This design comes from an exercise in tuning for small area, a short achievable clock period and few clock cycles per item on the open sky130 flow, not from production work.
Function was checked by simulation only, so behaviour that the tests miss may differ from the original.
No activity file was given, so power comes from the tool's default toggle rates.

==> flow/design.v (outline; a module is shown in full before it is edited, if it fits) <==
// module scaled_residual_add: 493 lines
// module sra_mul_csa: 1913 lines
module scaled_residual_add (
    input  logic        i_clk,
    input  logic        i_rst_n,
    input  logic        i_valid,
    output logic        o_stall,
    input  logic [31:0] i_addend_bits,
    input  logic [31:0] i_scaled_bits,
    input  logic        i_last_in,
    output logic        o_valid,
    input  logic        i_stall,
    output logic [31:0] o_sum_bits,
    output logic        o_last_out,
    input  logic        psel,
    input  logic        penable,
    input  logic        pwrite,
    input  logic [2:0]  paddr,
    input  logic [31:0] pwdata,
    output logic [31:0] prdata,
    output logic        pready
);
  // ...
==> flow/run.sh <==
#!/bin/bash
# synth_recipe.tcl (not shown) runs the flow's synth.tcl, then flattens the netlist and writes it again
# the make line also repeats each setting of config.mk as NAME=value (left out here)
make -C /OpenROAD-flow-scripts/flow DESIGN_CONFIG=/design/flow/config.mk WORK_HOME=/design/flow/orfs CLKGATE_MAP_FILE= SYNTH_SCRIPT=/design/flow/synth_recipe.tcl finish
==> flow/config.mk <==
export PLATFORM = sky130hd
export DESIGN_NAME = scaled_residual_add
export DESIGN_NICKNAME = scaled_residual_add
export VERILOG_FILES = /design/flow/design.v
export SDC_FILE = /design/flow/constraint.sdc
export NUM_CORES = 4
export LEC_CHECK = 0
export CAP_MARGIN = 20
export CORE_MARGIN = 2
export CORE_UTILIZATION = 40
export SETUP_SLACK_MARGIN = 5
export SLEW_MARGIN = 20
==> flow/constraint.sdc <==
create_clock -name core_clock -period 9.5 [get_ports {i_clk}]
set_input_delay 1.9000 -clock core_clock [delete_from_list [all_inputs] [get_ports {i_clk}]]
set_output_delay 1.9000 -clock core_clock [all_outputs]
set_load 0.01 [all_outputs]
==> impl_metrics.json, run 1 <==
{
  "async_flop_share": 0,
  "clk-power_mw": 2.84,
  "regArea_sq_mm": 0.0174,
  "post-route-period-util": 0.475,
  "synthSimpleGateAreaFrac": 0.122,
  "clkTransAtPathRegs_ns": 0.06,
  "avgSynthCellArea_sq_um": 9.69,
  "yosysSeqAreaShare": 0.346,
  "htreeDepth": 3,
  "viasPerCell": 5.77,
  "cp_max_fo": 8,
  "r2r_cells": 16,
  "post-route-drc-count": 0,
  "reg.largest.list": "r1_s: 48 flops, r1_c: 47 flops",
  "dp.cells": 6771,
  "hp-class": "register to register",
  "slew_viol_final": 0,
  "slowest_stage": "clkbuf_16",
  "clkbuf_count": 89,
  "cts_max_path_buffers": 3,
  "synth_common_cells": "553 x edfxtp_1, 532 x inv_1, 371 x nand2_1",
  "antenna_cells": 0,
  "die_h_um": 359,
  "area_growth_pct": 15.9,
  "status": "no timing/DRC/antenna violations",
  "netlist_area_sq_mm": 0.0504,
  "cts_buffers": 72,
  "inverters": 542,
  "post_cts_buffers": 55,
  "post_drt_wl_per_cell_um": 22.0,
  "drtIter0Drc": 3946,
  "synth.area.mux_share": 0.0567,
  "gp_congestion": 0.946,
  "wirelength_met1_um": 64400,
  "instances_no_fill": 7049,
  "layout.nonclk_buf_frac": 0.0622,
  "layout_commonest_cell": "edfxtp_1",
  "use_met1": 0.302,
  "total_power_mw": 16.2,
  "multi_input_cells": 3726,
  "fin_setup_tns_ns": 0,
  "start_util": 0.402
}
Testbench counts, summed over its fixed seeds: cycles 16,056, items 16,000.
==> module scaled_residual_add, before the edit <==
module scaled_residual_add (
    input  logic        i_clk,
    input  logic        i_rst_n,
    input  logic        i_valid,
    output logic        o_stall,
    input  logic [31:0] i_addend_bits,
    input  logic [31:0] i_scaled_bits,
    input  logic        i_last_in,
    output logic        o_valid,
    input  logic        i_stall,
    output logic [31:0] o_sum_bits,
    output logic        o_last_out,
    input  logic        psel,
    input  logic        penable,
    input  logic        pwrite,
    input  logic [2:0]  paddr,
    input  logic [31:0] pwdata,
    output logic [31:0] prdata,
    output logic        pready
);
    function automatic logic [4:0] lzc24(input logic [23:0] v);
        logic [4:0] n;
        n = 5'd0;
        for (int i = 0; i < 24; i++) begin
            if (v[i]) n = 5'(23 - i);
        end
        lzc24 = n;
    endfunction
    function automatic logic [4:0] lzc29(input logic [28:0] v);
        logic [4:0] n;
        n = 5'd29;
        for (int i = 0; i < 29; i++) begin
            if (v[i]) n = 5'(28 - i);
        end
        lzc29 = n;
    endfunction
    function automatic logic [59:0] padd29(input logic [28:0] a, input logic [28:0] b);
        logic [28:0] g, p, gg, pp, gn, pn;
        logic [29:0] s0, s1;
        g  = a & b;
        p  = a ^ b;
        gg = g;
        pp = p;
        for (int l = 0; l < 5; l++) begin
            gn = gg;
            pn = pp;
            for (int i = 0; i < 29; i++) begin
                if ((i >> l) & 1) begin
                    gn[i] = gg[i] | (pp[i] & gg[((i >> l) << l) - 1]);
                    pn[i] = pp[i] & pp[((i >> l) << l) - 1];
                end
            end
            gg = gn;
            pp = pn;
        end
        s0 = {gg[28], p ^ {gg[27:0], 1'b0}};
        s1 = {gg[28] | pp[28], p ^ ({gg[27:0], 1'b0} | {pp[27:0], 1'b1})};
        padd29 = {s1, s0};
    endfunction
    function automatic logic [47:0] padd48(input logic [47:0] a, input logic [47:0] b);
        logic [47:0] g, p, gg, pp, gn, pn;
        g  = a & b;
        p  = a ^ b;
        gg = g;
        pp = p;
        for (int l = 0; l < 6; l++) begin
            gn = gg;
            pn = pp;
            for (int i = 0; i < 48; i++) begin
                if ((i >> l) & 1) begin
                    gn[i] = gg[i] | (pp[i] & gg[((i >> l) << l) - 1]);
                    pn[i] = pp[i] & pp[((i >> l) << l) - 1];
                end
            end
            gg = gn;
            pp = pn;
        end
        padd48 = p ^ {gg[46:0], 1'b0};
    endfunction
    logic [31:0] r_scale;
    logic [1:0]  r_format;
    assign pready = 1'b1;
    assign prdata = (paddr[2] == sra_pkg::REG_FORMAT) ? {30'b0, r_format} : r_scale;
    always_ff @(posedge i_clk) begin
        if (!i_rst_n) begin
            r_scale  <= 32'h3F80_0000;
            r_format <= sra_pkg::MODE_F32;
        end else if (psel && penable && pwrite) begin
            case (paddr[2])
                sra_pkg::REG_SCALE:  r_scale  <= pwdata;
                sra_pkg::REG_FORMAT: r_format <= pwdata[1:0];
                default: ;
            endcase
        end
    end
    logic       r_ov;
    logic [5:0] r_v;
    logic       en;
    assign en      = !r_ov || !i_stall;
    assign o_stall = !en;
    always_ff @(posedge i_clk) begin
        if (!i_rst_n) begin
            r_v  <= '0;
            r_ov <= 1'b0;
        end else if (en) begin
            r_v  <= {r_v[4:0], i_valid};
            r_ov <= r_v[5];
        end
    end
    logic [11:0] n_sneg, n_sone, n_stwo;
    logic signed [9:0] n_se;
    logic        n_snan, n_sinf, n_szero;
    always_comb begin
        logic [7:0]  ef;
        logic [23:0] sig, nrm;
        logic [4:0]  lz;
        logic [25:0] ext;
        ef      = r_scale[30:23];
        sig     = {ef != 8'd0, r_scale[22:0]};
        lz      = lzc24(sig);
        nrm     = sig << lz;
        n_se    = $signed({2'b0, ((ef == 8'd0) ? 8'd1 : ef)}) - $signed({5'b0, lz});
        n_snan  = (ef == 8'hFF) && (r_scale[22:0] != 23'd0);
        n_sinf  = (ef == 8'hFF) && (r_scale[22:0] == 23'd0);
        n_szero = r_scale[30:0] == 31'd0;
        ext     = {2'b0, 1'b1, nrm[22:0]};
        for (int j = 0; j < 12; j++) begin
            logic g2, g1, g0;
            g2 = ext[2*j+1];
            g1 = ext[2*j];
            g0 = (j == 0) ? 1'b0 : ext[2*j-1];
            n_sneg[j] = g2 & ~(g1 & g0);
            n_sone[j] = g1 ^ g0;
            n_stwo[j] = (g2 & ~g1 & ~g0) | (~g2 & g1 & g0);
        end
    end
    logic [31:0] n0_a;
    logic [22:0] n0_bf;
    logic signed [9:0] n0_eb;
    logic        n0_bs, n0_bnan, n0_binf, n0_bzero, n0_bf16;
    always_comb begin
        logic [31:0] b;
        logic [7:0]  ef;
        logic [23:0] sig, nrm;
        logic [4:0]  lz;
        n0_bf16 = (r_format == sra_pkg::MODE_BF16);
        n0_a = n0_bf16 ? {i_addend_bits[15:0], 16'b0} : i_addend_bits;
        b    = (r_format == sra_pkg::MODE_BF16 || r_format == sra_pkg::MODE_MIX)
             ? {i_scaled_bits[15:0], 16'b0} : i_scaled_bits;
        ef       = b[30:23];
        sig      = {ef != 8'd0, b[22:0]};
        lz       = lzc24(sig);
        nrm      = sig << lz;
        n0_bf    = nrm[22:0];
        n0_eb    = $signed({2'b0, ((ef == 8'd0) ? 8'd1 : ef)}) - $signed({5'b0, lz});
        n0_bs    = b[31];
        n0_bnan  = (ef == 8'hFF) && (b[22:0] != 23'd0);
        n0_binf  = (ef == 8'hFF) && (b[22:0] == 23'd0);
        n0_bzero = b[30:0] == 31'd0;
    end
    logic [31:0] r0_a;
    logic [22:0] r0_bf;
    logic signed [9:0] r0_eb;
    logic        r0_bs, r0_bnan, r0_binf, r0_bzero, r0_bf16, r0_last;
    logic [11:0] r0_sneg, r0_sone, r0_stwo;
    logic signed [9:0] r0_se;
    logic        r0_ss, r0_snan, r0_sinf, r0_szero;
    always_ff @(posedge i_clk) begin
        if (en) begin
            r0_a     <= n0_a;
            r0_bf    <= n0_bf;
            r0_eb    <= n0_eb;
            r0_bs    <= n0_bs;
            r0_bnan  <= n0_bnan;
            r0_binf  <= n0_binf;
            r0_bzero <= n0_bzero;
            r0_bf16  <= n0_bf16;
            r0_last  <= i_last_in;
            r0_sneg  <= n_sneg;
            r0_sone  <= n_sone;
            r0_stwo  <= n_stwo;
            r0_se    <= n_se;
            r0_ss    <= r_scale[31];
            r0_snan  <= n_snan;
            r0_sinf  <= n_sinf;
            r0_szero <= n_szero;
        end
    end
    logic [47:0] n1_s, n1_c;
    logic        n1_pnan, n1_pinf, n1_pzero;
    sra_mul_csa u_mul (
        .b  ({1'b1, r0_bf}),
        .neg(r0_sneg),
        .one(r0_sone),
        .two(r0_stwo),
        .s  (n1_s),
        .c  (n1_c)
    );
    logic        n1_sub;
    logic [4:0]  n1_kk;
    logic        n1_e253, n1_e254, n1_e255;
    logic        n1_dpos;
    logic [4:0]  n1_dsat;
    logic [7:0]  n1_ebig;
    logic        n1_anan, n1_ainf;
    always_comb begin
        logic signed [9:0]  e;
        logic [7:0]  aef, ea;
        logic signed [10:0] d;
        logic [10:0] ad;
        n1_pnan  = r0_bnan || r0_snan || (r0_binf && r0_szero) || (r0_bzero && r0_sinf);
        n1_pinf  = (r0_binf || r0_sinf) && !n1_pnan;
        n1_pzero = (r0_bzero || r0_szero) && !(r0_bnan || r0_snan || r0_binf || r0_sinf);
        e        = n1_pzero ? 10'sd0 : (r0_eb + r0_se - 10'sd127);
        n1_sub   = e < 10'sd1;
        n1_kk    = (e < -10'sd24) ? 5'd26 : 5'(10'sd1 - e);
        n1_e253  = e == 10'sd253;
        n1_e254  = e == 10'sd254;
        n1_e255  = e > 10'sd254;
        aef      = r0_a[30:23];
        ea       = (aef == 8'd0) ? 8'd1 : aef;
        n1_anan  = (aef == 8'hFF) && (r0_a[22:0] != 23'd0);
        n1_ainf  = (aef == 8'hFF) && (r0_a[22:0] == 23'd0);
        d        = $signed({3'b0, ea}) - 11'(e);
        n1_dpos  = !d[10];
        ad       = d[10] ? 11'(-d) : 11'(d);
        n1_dsat  = (ad > 11'd31) ? 5'd31 : ad[4:0];
        n1_ebig  = n1_dpos ? ea : e[7:0];
    end
    logic [47:0] r1_s, r1_c;
    logic        r1_pnan, r1_pinf, r1_pzero, r1_ps;
    logic [23:0] r1_siga;
    logic        r1_as;
    logic        r1_bf16, r1_last;
    logic        r1_sub;
    logic [4:0]  r1_kk;
    logic        r1_e253, r1_e254, r1_e255;
    logic        r1_dpos;
    logic [4:0]  r1_dsat;
    logic [7:0]  r1_ebig;
    logic        r1_anan, r1_ainf;
    always_ff @(posedge i_clk) begin
        if (en) begin
            r1_s     <= n1_s;
            r1_c     <= n1_c;
            r1_pnan  <= n1_pnan;
            r1_pinf  <= n1_pinf;
            r1_pzero <= n1_pzero;
            r1_ps    <= r0_bs ^ r0_ss;
            r1_siga  <= {r0_a[30:23] != 8'd0, r0_a[22:0]};
            r1_as    <= r0_a[31];
            r1_bf16  <= r0_bf16;
            r1_last  <= r0_last;
            r1_sub   <= n1_sub;
            r1_kk    <= n1_kk;
            r1_e253  <= n1_e253;
            r1_e254  <= n1_e254;
            r1_e255  <= n1_e255;
            r1_dpos  <= n1_dpos;
            r1_dsat  <= n1_dsat;
            r1_ebig  <= n1_ebig;
            r1_anan  <= n1_anan;
            r1_ainf  <= n1_ainf;
        end
    end
    logic [24:0] n2_x;
    logic        n2_top, n2_up0, n2_up1, n2_sts;
    always_comb begin
        logic [47:0] prod, zq;
        logic [47:0] tm;
        prod = padd48(r1_s, r1_c);
        zq   = (r1_s ^ r1_c) ^ {(r1_s[46:0] | r1_c[46:0]), 1'b0};
        tm     = ~(48'hFFFF_FFFF_FFFF << (6'd22 + {1'b0, r1_kk}));
        n2_sts = |(zq & tm);
        n2_up0 = prod[22] & ((|zq[21:0]) | prod[23]);
        n2_up1 = prod[23] & ((|zq[22:0]) | prod[24]);
        n2_x   = prod[47:23];
        n2_top = prod[47];
    end
    logic [24:0] r2_x;
    logic        r2_up0, r2_up1, r2_sts, r2_top, r2_sub;
    logic [4:0]  r2_kk, r2_kk1;
    logic [23:0] r2_siga;
    logic [4:0]  r2_dsat;
    logic [7:0]  r2_ebig;
    logic        r2_dpos, r2_as, r2_ps, r2_bf16, r2_last, r2_pzero;
    logic        r2_anan, r2_ainf, r2_pnan, r2_pinf, r2_q253, r2_q254;
    always_ff @(posedge i_clk) begin
        if (en) begin
            r2_x     <= n2_x;
            r2_up0   <= n2_up0;
            r2_up1   <= n2_up1;
            r2_sts   <= n2_sts;
            r2_top   <= n2_top;
            r2_sub   <= r1_sub;
            r2_kk    <= r1_kk;
            r2_kk1   <= r1_kk - 5'd1;
            r2_siga  <= r1_siga;
            r2_dpos  <= r1_dpos;
            r2_dsat  <= r1_dsat;
            r2_ebig  <= r1_ebig;
            r2_as    <= r1_as;
            r2_ps    <= r1_ps;
            r2_pzero <= r1_pzero;
            r2_anan  <= r1_anan;
            r2_ainf  <= r1_ainf;
            r2_pnan  <= r1_pnan;
            r2_pinf  <= r1_pinf || (r1_e255 && !r1_pnan && !r1_pzero);
            r2_q253  <= r1_e253 && !r1_pnan && !r1_pzero;
            r2_q254  <= r1_e254 && !r1_pnan && !r1_pzero;
            r2_bf16  <= r1_bf16;
            r2_last  <= r1_last;
        end
    end
    logic [28:0] n2b_bext, n2b_shv;
    logic        n2b_sub, n2b_sbig, n2b_ssml;
    logic        n2b_spec, n2b_snan, n2b_ssign;
    function automatic logic [25:0] inc25(input logic [24:0] v);
        logic [24:0] c;
        for (int i = 0; i < 25; i++) begin
            c[i] = &(v | (25'h1FF_FFFF << i));
        end
        inc25 = {c[24] & v[24], v ^ c};
    endfunction
    always_comb begin
        logic [24:0] km, msk;
        logic [25:0] w, bsig, ssig;
        logic [28:0] shin;
        logic        pinf, rb_s, lsb_s, up;
        km  = ~(25'h1FF_FFFF << r2_kk);           
        msk = r2_sub ? km : {24'b0, r2_top};
        rb_s  = (r2_kk1 > 5'd24) ? 1'b0 : r2_x[r2_kk1];
        lsb_s = (r2_kk > 5'd24) ? 1'b0 : r2_x[r2_kk];
        up    = r2_sub ? (rb_s & (r2_sts | lsb_s)) : (r2_top ? r2_up1 : r2_up0);
        if (r2_pzero) begin
            w = '0;
        end else if (up) begin
            w = inc25(r2_x | msk) & ~{1'b0, msk};
        end else begin
            w = {1'b0, r2_x & ~msk};
        end
        pinf      = r2_pinf || (r2_q254 && (w[25] || w[24])) || (r2_q253 && w[25]);
        n2b_snan  = r2_anan || r2_pnan || (r2_ainf && pinf && (r2_as != r2_ps));
        n2b_spec  = n2b_snan || r2_ainf || pinf;
        n2b_ssign = r2_ainf ? r2_as : r2_ps;
        bsig     = r2_dpos ? {2'b0, r2_siga} : w;
        ssig     = r2_dpos ? w : {2'b0, r2_siga};
        n2b_sbig = r2_dpos ? r2_as : r2_ps;
        n2b_ssml = r2_dpos ? r2_ps : r2_as;
        n2b_sub  = r2_as ^ r2_ps;
        shin     = {ssig, 3'b0};
        if (r2_dsat >= 5'd29) begin
            n2b_shv = {28'b0, |ssig};
        end else begin
            n2b_shv = (shin >> r2_dsat) | {28'b0, |(shin & ~(29'h1FFF_FFFF << r2_dsat))};
        end
        n2b_bext = {bsig, 3'b0};
    end
    logic [28:0] r2b_bext, r2b_shv;
    logic [7:0]  r2b_ebig;
    logic        r2b_sub, r2b_sbig, r2b_ssml, r2b_spec, r2b_snan, r2b_ssign, r2b_bf16, r2b_last;
    always_ff @(posedge i_clk) begin
        if (en) begin
            r2b_bext  <= n2b_bext;
            r2b_shv   <= n2b_shv;
            r2b_ebig  <= r2_ebig;
            r2b_sub   <= n2b_sub;
            r2b_sbig  <= n2b_sbig;
            r2b_ssml  <= n2b_ssml;
            r2b_spec  <= n2b_spec;
            r2b_snan  <= n2b_snan;
            r2b_ssign <= n2b_ssign;
            r2b_bf16  <= r2_bf16;
            r2b_last  <= r2_last;
        end
    end
    logic [29:0] n3_s;
    logic        n3_sres;
    always_comb begin
        logic [29:0] r1, r2;
        {r1, r2} = padd29(r2b_bext, r2b_sub ? ~r2b_shv : r2b_shv);
        if (!r2b_sub) begin
            n3_s    = r2;
            n3_sres = r2b_sbig;
        end else if (r1[29]) begin
            n3_s    = {1'b0, r1[28:0]};
            n3_sres = r2b_sbig;
        end else begin
            n3_s    = {1'b0, ~r2[28:0]};
            n3_sres = r2b_ssml;
        end
    end
    logic [29:0] r3_s;
    logic [7:0]  r3_ebig;
    logic        r3_sres, r3_sub, r3_spec, r3_snan, r3_ssign, r3_bf16, r3_last;
    always_ff @(posedge i_clk) begin
        if (en) begin
            r3_s     <= n3_s;
            r3_ebig  <= r2b_ebig;
            r3_sres  <= n3_sres;
            r3_sub   <= r2b_sub;
            r3_spec  <= r2b_spec;
            r3_snan  <= r2b_snan;
            r3_ssign <= r2b_ssign;
            r3_bf16  <= r2b_bf16;
            r3_last  <= r2b_last;
        end
    end
    logic [23:0] n4_mant;
    logic        n4_up, n4_zero, n4_zs;
    logic [4:0]  n4_l;
    always_comb begin
        logic [31:0] v, sv;
        logic [31:0] mk;
        logic [4:0]  l;
        mk = (r3_ebig < 8'd28) ? (32'h2000_0000 >> (r3_ebig + 8'd2)) << 2 : 32'd0;
        v  = {r3_s, 2'b0} | mk;
        sv = {r3_s, 2'b0};
        l[4] = v[31:16] == 16'd0;
        if (l[4]) begin v = v << 16; sv = sv << 16; end
        l[3] = v[31:24] == 8'd0;
        if (l[3]) begin v = v << 8; sv = sv << 8; end
        l[2] = v[31:28] == 4'd0;
        if (l[2]) begin v = v << 4; sv = sv << 4; end
        l[1] = v[31:30] == 2'd0;
        if (l[1]) begin v = v << 2; sv = sv << 2; end
        l[0] = !v[31];
        if (l[0]) begin sv = sv << 1; end
        n4_l    = l;
        n4_mant = sv[31:8];
        n4_up   = sv[7] & ((|sv[6:2]) | sv[8]);
        n4_zero = r3_s == 30'd0;
        n4_zs   = r3_sres && !r3_sub;
    end
    logic [23:0] r4_mant;
    logic        r4_up, r4_zero, r4_zs;
    logic [4:0]  r4_l;
    logic [7:0]  r4_ebig;
    logic        r4_sres, r4_spec, r4_snan, r4_ssign, r4_bf16, r4_last;
    always_ff @(posedge i_clk) begin
        if (en) begin
            r4_mant  <= n4_mant;
            r4_up    <= n4_up;
            r4_zero  <= n4_zero;
            r4_zs    <= n4_zs;
            r4_l     <= n4_l;
            r4_ebig  <= r3_ebig;
            r4_sres  <= r3_sres;
            r4_spec  <= r3_spec;
            r4_snan  <= r3_snan;
            r4_ssign <= r3_ssign;
            r4_bf16  <= r3_bf16;
            r4_last  <= r3_last;
        end
    end
    logic [31:0] n5_sum;
    always_comb begin
        logic [8:0]  er;
        logic [30:0] mag;
        logic [31:0] res;
        logic [32:0] wide;
        er  = {1'b0, r4_ebig} + 9'd3 - {4'b0, r4_l};
        mag = {er[7:0] - 8'd1, 23'b0} + {7'b0, r4_mant} + {30'b0, r4_up};
        if (r4_spec) begin
            res = r4_snan ? sra_pkg::QNAN32 : {r4_ssign, sra_pkg::INF_MAG32};
        end else if (r4_zero) begin
            res = {r4_zs, 31'b0};
        end else if (er >= 9'd255) begin
            res = {r4_sres, sra_pkg::INF_MAG32};
        end else begin
            res = {r4_sres, mag};
        end
        wide = {1'b0, res} + 33'h7FFF + {32'b0, res[16]};
        if (!r4_bf16) begin
            n5_sum = res;
        end else if (r4_spec && r4_snan) begin
            n5_sum = {16'b0, sra_pkg::QNAN16};
        end else begin
            n5_sum = {16'b0, wide[31:16]};
        end
    end
    logic [31:0] r_sum;
    logic        r_last;
    always_ff @(posedge i_clk) begin
        if (en) begin
            r_sum  <= n5_sum;
            r_last <= r4_last;
        end
    end
    assign o_valid    = r_ov;
    assign o_sum_bits = r_sum;
    assign o_last_out = r_last;
endmodule
==> inputs of run 2 (changes only) <==
--- a/flow/design.v
+++ b/flow/design.v
@@ -70,22 +70,2 @@
     endfunction
-    function automatic logic [47:0] padd48(input logic [47:0] a, input logic [47:0] b);
-        logic [47:0] g, p, gg, pp, gn, pn;
-        g  = a & b;
-        p  = a ^ b;
-        gg = g;
-        pp = p;
-        for (int l = 0; l < 6; l++) begin
-            gn = gg;
-            pn = pp;
-            for (int i = 0; i < 48; i++) begin
-                if ((i >> l) & 1) begin
-                    gn[i] = gg[i] | (pp[i] & gg[((i >> l) << l) - 1]);
-                    pn[i] = pp[i] & pp[((i >> l) << l) - 1];
-                end
-            end
-            gg = gn;
-            pp = pn;
-        end
-        padd48 = p ^ {gg[46:0], 1'b0};
-    endfunction
     logic [31:0] r_scale;
@@ -240,3 +220,8 @@
     end
-    logic [47:0] r1_s, r1_c;
+    logic [16:0] n1_lo;
+    logic [15:0] n1_zq;
+    assign n1_lo = {1'b0, n1_s[15:0]} + {1'b0, n1_c[15:0]};
+    assign n1_zq = (n1_s[15:0] ^ n1_c[15:0]) ^ {(n1_s[14:0] | n1_c[14:0]), 1'b0};
+    logic [47:16] r1_s, r1_c;
+    logic        r1_c16, r1_nz;
     logic        r1_pnan, r1_pinf, r1_pzero, r1_ps;
@@ -254,4 +239,6 @@
         if (en) begin
-            r1_s     <= n1_s;
-            r1_c     <= n1_c;
+            r1_s     <= n1_s[47:16];
+            r1_c     <= n1_c[47:16];
+            r1_c16   <= n1_lo[16];
+            r1_nz    <= |n1_zq;
             r1_pnan  <= n1_pnan;
@@ -279,10 +266,11 @@
     always_comb begin
-        logic [47:0] prod, zq;
-        logic [47:0] tm;
-        prod = padd48(r1_s, r1_c);
-        zq   = (r1_s ^ r1_c) ^ {(r1_s[46:0] | r1_c[46:0]), 1'b0};
-        tm     = ~(48'hFFFF_FFFF_FFFF << (6'd22 + {1'b0, r1_kk}));
-        n2_sts = |(zq & tm);
-        n2_up0 = prod[22] & ((|zq[21:0]) | prod[23]);
-        n2_up1 = prod[23] & ((|zq[22:0]) | prod[24]);
+        logic [47:16] prod, zq, tm;
+        logic [32:0]  ps;
+        ps   = {1'b0, r1_s} + {1'b0, r1_c} + {32'b0, r1_c16};
+        prod = ps[31:0];
+        zq   = (r1_s ^ r1_c) ^ {(r1_s[46:16] | r1_c[46:16]), r1_c16};
+        tm     = ~(32'hFFFF_FFFF << (6'd6 + {1'b0, r1_kk}));
+        n2_sts = r1_nz | (|(zq & tm));
+        n2_up0 = prod[22] & (r1_nz | (|zq[21:16]) | prod[23]);
+        n2_up1 = prod[23] & (r1_nz | (|zq[22:16]) | prod[24]);
         n2_x   = prod[47:23];
@@ -292,3 +280,3 @@
     logic        r2_up0, r2_up1, r2_sts, r2_top, r2_sub;
-    logic [4:0]  r2_kk, r2_kk1;
+    logic [4:0]  r2_kk;
     logic [23:0] r2_siga;
@@ -307,3 +295,2 @@
             r2_kk    <= r1_kk;
-            r2_kk1   <= r1_kk - 5'd1;
             r2_siga  <= r1_siga;
@@ -340,5 +327,8 @@
         logic        pinf, rb_s, lsb_s, up;
+        logic [25:0] xs, lm;
+        logic        stw, sta, stk;
+        xs  = {r2_x, 1'b0};
         km  = ~(25'h1FF_FFFF << r2_kk);           
         msk = r2_sub ? km : {24'b0, r2_top};
-        rb_s  = (r2_kk1 > 5'd24) ? 1'b0 : r2_x[r2_kk1];
+        rb_s  = (r2_kk > 5'd25) ? 1'b0 : xs[r2_kk];
         lsb_s = (r2_kk > 5'd24) ? 1'b0 : r2_x[r2_kk];
@@ -361,7 +351,23 @@
         n2b_sub  = r2_as ^ r2_ps;
+        if (r2_dsat >= 5'd29) begin
+            lm = '1;
+        end else if (r2_dsat > 5'd3) begin
+            lm = ~(26'h3FF_FFFF << (r2_dsat - 5'd3));
+        end else begin
+            lm = '0;
+        end
+        if (r2_pzero) begin
+            stw = 1'b0;
+        end else if (up) begin
+            stw = (r2_dsat >= 5'd29) ? 1'b1 : !(&((r2_x | msk) | ~lm[24:0]));
+        end else begin
+            stw = |(r2_x & ~msk & lm[24:0]);
+        end
+        sta = |(r2_siga & lm[23:0]);
+        stk = r2_dpos ? stw : sta;
         shin     = {ssig, 3'b0};
         if (r2_dsat >= 5'd29) begin
-            n2b_shv = {28'b0, |ssig};
+            n2b_shv = {28'b0, stk};
         end else begin
-            n2b_shv = (shin >> r2_dsat) | {28'b0, |(shin & ~(29'h1FFF_FFFF << r2_dsat))};
+            n2b_shv = (shin >> r2_dsat) | {28'b0, stk};
         end
==> run 2 against run 1 <==
- area after synthesis down 1.9%
- total power down 7.1%
- critical path depth up 10
- wire length down 0.51%
- clock-buffer cell count down 9
- final area down 1.3%
- final cell count down 0.30%
- highest routed layer unchanged
- clock skew down 0.012 ns
- combinational power down 8.2%
==> impl_metrics.json, run 2 <==
{
  "status": "no timing/DRC/antenna violations",
  "cts.sinks": 560,
  "fill_cells": 11500,
  "peakVddDrop_uv": 172,
  "critPathArrivalTime_ns": 4.88,
  "worstSetupStartpointType": "register",
  "cp_max_fo": 3,
  "cts_buffers": 67,
  "grt_max_degree": 89,
  "finalHoldViolCount": 0,
  "antenna_cells": 0,
  "root_buffer": "clkbuf_16",
  "die_area_sq_mm": 0.126,
  "first_global_vias": 39600,
  "worst_slew_pin_slew_ns": 1.13,
  "netlist_area_sq_mm": 0.0494,
  "start_util": 0.404,
  "finalWirelength_um": 155000,
  "final_cell_mix": "519 x edfxtp_1, 510 x inv_1, 392 x nand2_1",
  "finalNetCount": 5944,
  "htreeDepth": 3,
  "r2r_end": "r1_nz",
  "min_delay_worst_endpoint": "r2_bf16",
  "grt_usage": 0.237,
  "total_leakage_power_nw": 23.3,
  "hp-class": "register to register",
  "synth_cell_type_count": 102,
  "overflow": 0,
  "min_from": "r1_bf16",
  "insertion_delay_ns": 0.67,
  "regToRegSetupSlack_ns": 4.89,
  "rsz0062_at_grt": "yes",
  "cap_violations": 0,
  "synth_top_cell_by_area": "edfxtp_1",
  "yosysMostFrequentCell": "edfxtp_1",
  "cts_hold_buf": 0,
  "slew_headroom": 0.244,
  "r2r_cells": 15,
  "dp.cells": 6756,
  "async_flop_share": 0,
  "core_area_sq_mm": 0.122,
  "setup_viol": 0,
  "drtIter0Drc": 3878,
  "post-route-period-util": 0.485,
  "worst_setup_path_end_kind": "register",
  "cts_max_path_buffers": 3,
  "power.density_mw_per_mm2": 261,
  "slew_viol_final": 0,
  "final_antenna_net_count": 0,
  "grt_pass1_wl_um": 234000,
  "layout_commonest_cell": "edfxtp_1",
  "cp-startpoint": "r0_sone[0]",
  "area_growth_pct": 16.6,
  "instances_no_fill": 7028,
  "worst_hold_path.num_cells": 0,
  "tritoncts": "done",
  "port_buffers": 171,
  "timing.fmax_mhz": 217,
  "worstReg2RegStart": "r0_sone[0]",
  "vias": 40700,
  "synth_top_area_share": 0.315,
  "clkTransAtPathRegs_ns": 0.06,
  "post_drt_wl_per_cell_um": 22.0,
  "avgSynthCellArea_sq_um": 9.49,
  "ios": 175,
  "synth-seq-cells": 560,
  "yosysSeqAreaShare": 0.332,
  "fp-row-count": 128,
  "skew_ns": 0.0407,
  "critPathKind": "register to register",
  "synth_area_leaders": "edfxtp_1 32%, fa_1 10%, ha_1 5.9%",
  "dp_hpwl_um": 106000,
  "synth_edf_count": 519,
  "viasPerCell": 5.79,
  "synth-main-ff-cell": "edfxtp_1",
  "post-route-drc-count": 0,
  "cp.required_ns": 9.77,
  "die_h_um": 355,
  "firstDrtPassIters": 6,
  "synth_common_cells": "519 x edfxtp_1, 516 x inv_1, 399 x nand2_1",
  "drive_above_1_share": 0.125,
  "ys_warn_count": 1,
  "netlist_instances": 5209,
  "gp_congestion": 0.931,
  "fin_setup_tns_ns": 0,
  "final.min_clock_period_ns": 4.61,
  "die-width_um": 355,
  "antenna_found_initial": 6
}
==> run 2: worst max-delay path by stage <==
stage / end / slack (ns) / cells past startpoint
global route: r1_c16 / 4.75 / 20
detailed placement: r4_mant[23] / 3.24 / 14
floorplan: o_stall / 2.86 / 2
global placement: r4_mant[23] / 3.20 / 14
CTS: r4_mant[23] / 4.92 / 15
finish: r1_nz / 4.89 / 15
==> run 2: report_power, final <==
| group | internal, mW | switching (mW) | leakage (nW) |
|---|---|---|---|
| logic | 3.31 | 4.74 | 16.2 |
| clock network | 1.58 | 1.08 | 1.10 |
| registers | 3.67 | 0.634 | 6.01 |
| total | 8.56 | 6.45 | 23.3 |
==> run 2: cells by family after synthesis <==
family / count (synthesis) / share of synthesized area
compound gates: 1170 / 0.162
xor+xnor: 507 / 0.0899
fa+ha+maj: 485 / 0.161
buf+inv: 880 / 0.0679
flops: 560 / 0.332
mux: 237 / 0.0526
other cells: 1 / 0.0000759
simple gates: 1369 / 0.135
==> run 2: stage by stage <==
stage | total power [mW] | worst slack (ns) | cell area [sq um] | utilization | hold slack (ns)
final | 15.0 | 4.89 | 57600 | 0.471 | 0.400
after global placement | 11.6 | 3.20 | 52700 | 0.431 | 0.400
after CTS | 14.6 | 4.92 | 56500 | 0.462 | 0.399
after detailed placement | 11.7 | 3.24 | 52700 | 0.431 | 0.405
after floorplan | 9.52 | 2.86 | 49600 | - | 0.400
after global routing | 16.0 | 4.75 | 57600 | 0.471 | 0.402
==> run 2: critical path, cell delays in order (launching register included) <==
cell	delay, ns
edfxtp_1	0.43
buf_6	0.17
buf_4	0.14
a22oi_2	0.19
xnor2_2	0.10
fa_1	0.51
inv_2	0.04
fa_1	0.49
inv_1	0.06
fa_1	0.55
fa_2	0.48
ha_4	0.30
xor2_1	0.16
nand4_1	0.10
nor3_1	0.18
nand4_1	0.32
==> run 2: cell type report <==
cell class | instances | area, sq um | share of cell area
timing repair inverter | 2 | 10.0 | 0.000174
sequential | 560 | 16400 | 0.285
tap | 1625 | 2030 | 0.0353
multi-input combinational | 3777 | 30800 | 0.536
timing repair buffer | 417 | 4010 | 0.0697
clock buffer | 80 | 1750 | 0.0303
inverter | 528 | 2010 | 0.0349
clock inverter | 39 | 528 | 0.00917
==> run 2: per-layer routing <==
metal / wire length, um / global-route usage / part of all wire / up-vias
met5: 13 / 0 / 0.000084 / -
met4: 5520 / 0.0897 / 0.036 / 2
li1: - / - / - / 18700
met3: 11900 / 0.0397 / 0.077 / 336
met2: 71500 / 0.382 / 0.46 / 1673
met1: 65600 / 0.319 / 0.42 / 20000
==> run 2: timing repair <==
item / CTS / global route
endpoints found under the setup margin: 348 / 226
gates cloned: 13 / 5
setup buffers: 79 / 55
gates resized for setup: 211 / 176
hold endpoints to repair: 0 / 0
pin swaps: 51 / 46
Testbench counts of run 2, summed over its fixed seeds: cycles 16,056, items 16,000.
==> inputs of run 3 (changes only) <==
--- a/flow/config.mk
+++ b/flow/config.mk
@@ -9,3 +9,3 @@
 export CORE_MARGIN = 2
-export CORE_UTILIZATION = 40
+export CORE_UTILIZATION = 60
 export SETUP_SLACK_MARGIN = 5
==> run 3 against run 2 <==
- still clean
- clock-buffer cell count did not move
- sequential power about the same
- sequential cell count unchanged
- critical path depth is the same
- sequential share of layout area rose by 0.62 points
- die area shrank 33%
- wire length decreased by 1.0%
- worst setup slack gained 0.090 ns
- clock skew decreased by 0.0081 ns
- first-iteration DRC count is 14% higher
- register-to-register slack gained 0.09 ns
- synthesized cell count unchanged
- largest power group unchanged
==> impl_metrics.json, run 3 <==
{
  "post-route-period-util": 0.475,
  "power.density_mw_per_mm2": 264,
  "post-route-util": 0.689,
  "die_h_um": 291,
  "status": "no timing/DRC/antenna violations",
  "slew_headroom": 0.137,
  "dpl-instance-area_sq_mm": 0.0519,
  "critPathArrivalTime_ns": 4.86,
  "finalHoldViolCount": 0,
  "netlist_instances": 5209,
  "core_area_sq_mm": 0.0818,
  "viasPerCell": 6.44,
  "rsz0062_at_grt": "yes",
  "layout_commonest_cell": "edfxtp_1",
  "cp.required_ns": 9.85,
  "final_cell_mix": "519 x edfxtp_1, 512 x inv_1, 390 x nand2_1",
  "cp_max_fo": 13,
  "synth-main-ff-cell": "edfxtp_1",
  "yosysMostFrequentCell": "edfxtp_1",
  "fin_setup_tns_ns": 0,
  "antenna_found_initial": 1,
  "wl_met3_um": 15700,
  "timing.fmax_mhz": 221,
  "start_util": 0.604,
  "overflow": 0,
  "post_drt_wl_per_cell_um": 23.7,
  "first_global_vias": 39900,
  "die-width_um": 291,
  "finalWirelength_um": 153000,
  "insertion_delay_ns": 0.64,
  "post-route-drc-count": 0,
  "ios": 175,
  "r2r_cells": 15,
  "synth_cell_type_count": 102,
  "clkTransAtPathRegs_ns": 0.06,
  "grt_pass1_wl_um": 230000,
  "firstDrtPassIters": 7,
  "cts.sinks": 560,
  "drive_above_1_share": 0.120,
  "netlist_area_sq_mm": 0.0494,
  "synth_top_cell_by_area": "edfxtp_1",
  "finalNetCount": 5936,
  "setup_viol": 0,
  "synth_area_leaders": "edfxtp_1 32%, fa_1 10%, ha_1 5.9%",
  "total_leakage_power_nw": 23.2,
  "port_buffers": 171,
  "tritoncts": "done",
  "die_area_sq_mm": 0.0847,
  "cts_max_path_buffers": 3,
  "grt_usage": 0.347,
  "peakVddDrop_uv": 170,
  "avgSynthCellArea_sq_um": 9.49,
  "fp-row-count": 105,
  "wirelength_met1_um": 59800,
  "yosysSeqAreaShare": 0.332,
  "worstSetupStartpointType": "register",
  "critPathKind": "register to register",
  "area_growth_pct": 14.1,
  "final_antenna_net_count": 0,
  "drtIter0Drc": 4423,
  "htreeDepth": 3,
  "final.min_clock_period_ns": 4.52,
  "worst_hold_path.num_cells": 0,
  "final_cell_area_sq_mm": 0.0564,
  "hp-class": "register to register",
  "vias": 41600,
  "grt_max_degree": 174,
  "cap_violations": 0,
  "gp_congestion": 0.968,
  "highest_layer": "met4",
  "worst_slew_pin_slew_ns": 1.29,
  "ys_warn_count": 1,
  "synth_top_area_share": 0.315,
  "synth-seq-cells": 560,
  "synth_common_cells": "519 x edfxtp_1, 516 x inv_1, 399 x nand2_1",
  "async_flop_share": 0,
  "skew_ns": 0.0326,
  "worst_setup_path_end_kind": "register",
  "met2_wirelength_um": 70200,
  "cts_hold_buf": 0,
  "root_buffer": "clkbuf_16",
  "cts_buffers": 67,
  "synth_edf_count": 519,
  "dp_hpwl_um": 102000,
  "slew_viol_final": 0
}
-- run 3: cell count changes in the layout (fill, tap and decap cells not counted), sizes merged, moves of 3 or more --
cell,delta
clkbuf,-12
clkdlybuf4s15,-9
clkdlybuf4s50,+3
clkinvlp,-4
dlygate4sd2,-14
dlymetal6s2s,+3
buf,+23
bufbuf,-4
inv,+5
-- run 3: path summary, 6_finish.rpt --
kind / startpoint / endpoint / slack [ns]
worst max-delay path: r0_stwo[3] / r1_c16 / 4.98
worst min-delay path: r1_ebig[5] / r2_ebig[5] / 0.41
worst max register to register: r0_stwo[3] / r1_c16 / 4.98
worst min register to register: r1_ebig[5] / r2_ebig[5] / 0.41
-- run 3: layout make-up --
cell class / count / area, sq um
fillers: 6438 / 25500
flip-flops and latches: 560 / 16400
repair inverters: 1 / 5.00
diodes: 1 / 2.50
clock inverters: 39 / 424
inverters: 528 / 2020
well taps: 1070 / 1340
clock buffers: 80 / 1770
repair buffers: 407 / 3780
multi-input cells: 3780 / 30600
-- run 3: metrics by stage --
stage | cells | power (mW) | worst slack [ns] | hold WS, ns
3_3_place_gp | 6188 | 11.5 | 3.50 | 0.401
4_1_cts | 6404 | 14.5 | 4.96 | 0.404
2_1_floorplan | 5211 | 9.52 | 2.86 | 0.400
5_1_grt | 6465 | 15.8 | 4.75 | 0.413
6_report | 6466 | 14.9 | 4.98 | 0.410
3_5_place_dp | 6188 | 11.7 | 3.39 | 0.405
-- run 3: kinds of logic after synthesis --
kind of cell    after synthesis  synth area share
simple gates               1369             0.135
flops                       560             0.332
buf+inv                     880            0.0679
xor+xnor                    507            0.0899
compound gates             1170             0.162
other cells                   1         0.0000759
mux                         237            0.0526
fa+ha+maj                   485             0.161
-- run 3: repair_timing --
action                                  in CTS  in global routing
resized for setup                          255                138
endpoints found under the setup margin     434                207
cloned                                       9                 11
pin swaps                                   16                 35
buffers inserted                            88                 49
-- run 3: metal layers --
layer / GRT usage / up-vias
met4: 0.139 / 0
met5: 0 / -
met1: 0.456 / 20000
li1: - / 18700
met3: 0.0736 / 523
met2: 0.563 / 2365
-- run 3: report_power, final --
part           total, mW  switching (mW)  internal, mW
Combinational       8.00            4.72          3.28
Clock               2.59            1.06          1.53
Sequential          4.31           0.639          3.67
-- run 3: worst max-delay path: stages (launching register included) --
cell and delay, ns:
edfxtp_1 0.87, a22oi_1 0.21, xnor2_1 0.18, ha_1 0.29
inv_1 0.05, fa_1 0.50, fa_1 0.54, inv_1 0.05
fa_1 0.47, ha_1 0.35, a21oi_1 0.15, nor2b_1 0.05
o21ai_0 0.15, nand2b_1 0.09, a21oi_2 0.16, o31ai_1 0.12

==> port drivers added, routing unchanged <==
The results above use ideal ports. As a check the final layouts listed here were re-extracted and re-timed, cells and wires unchanged.
Step 1 sets driving cells, clkbuf_16 on the clock port and buf_2 on the other inputs (assumed; they add their load-dependent delay and slew).
Step 2 times the ports against the registers' clock, not the clock port: input delays grow and output delays shrink by t, the midpoint of the rising clock arrivals with the driver on.
Slacks: no drivers / after step 1 / after step 2; pairs: no drivers / after step 1.
run | t (ns) | slack for setup (ns) | hold slack, ns | clock arrival spread, ns | worst data-port slew with drivers (ns)
run 1 | 0.728 | 4.990 / 4.968 / 4.389 | 0.398 / 0.398 / 0.398 | 0.059 / 0.059 | 0.06
run 2 | 0.724 | 4.894 / 4.894 / 4.328 | 0.400 / 0.400 / 0.400 | 0.044 / 0.045 | 0.07
run 3 | 0.696 | 4.984 / 4.984 / 4.411 | 0.410 / 0.410 / 0.410 | 0.032 / 0.033 | 0.07
After both steps every run listed still meets setup and hold. The setup slack of run 1, which loses most, moves by -0.022 ns with the drivers and by -0.601 ns with both steps.
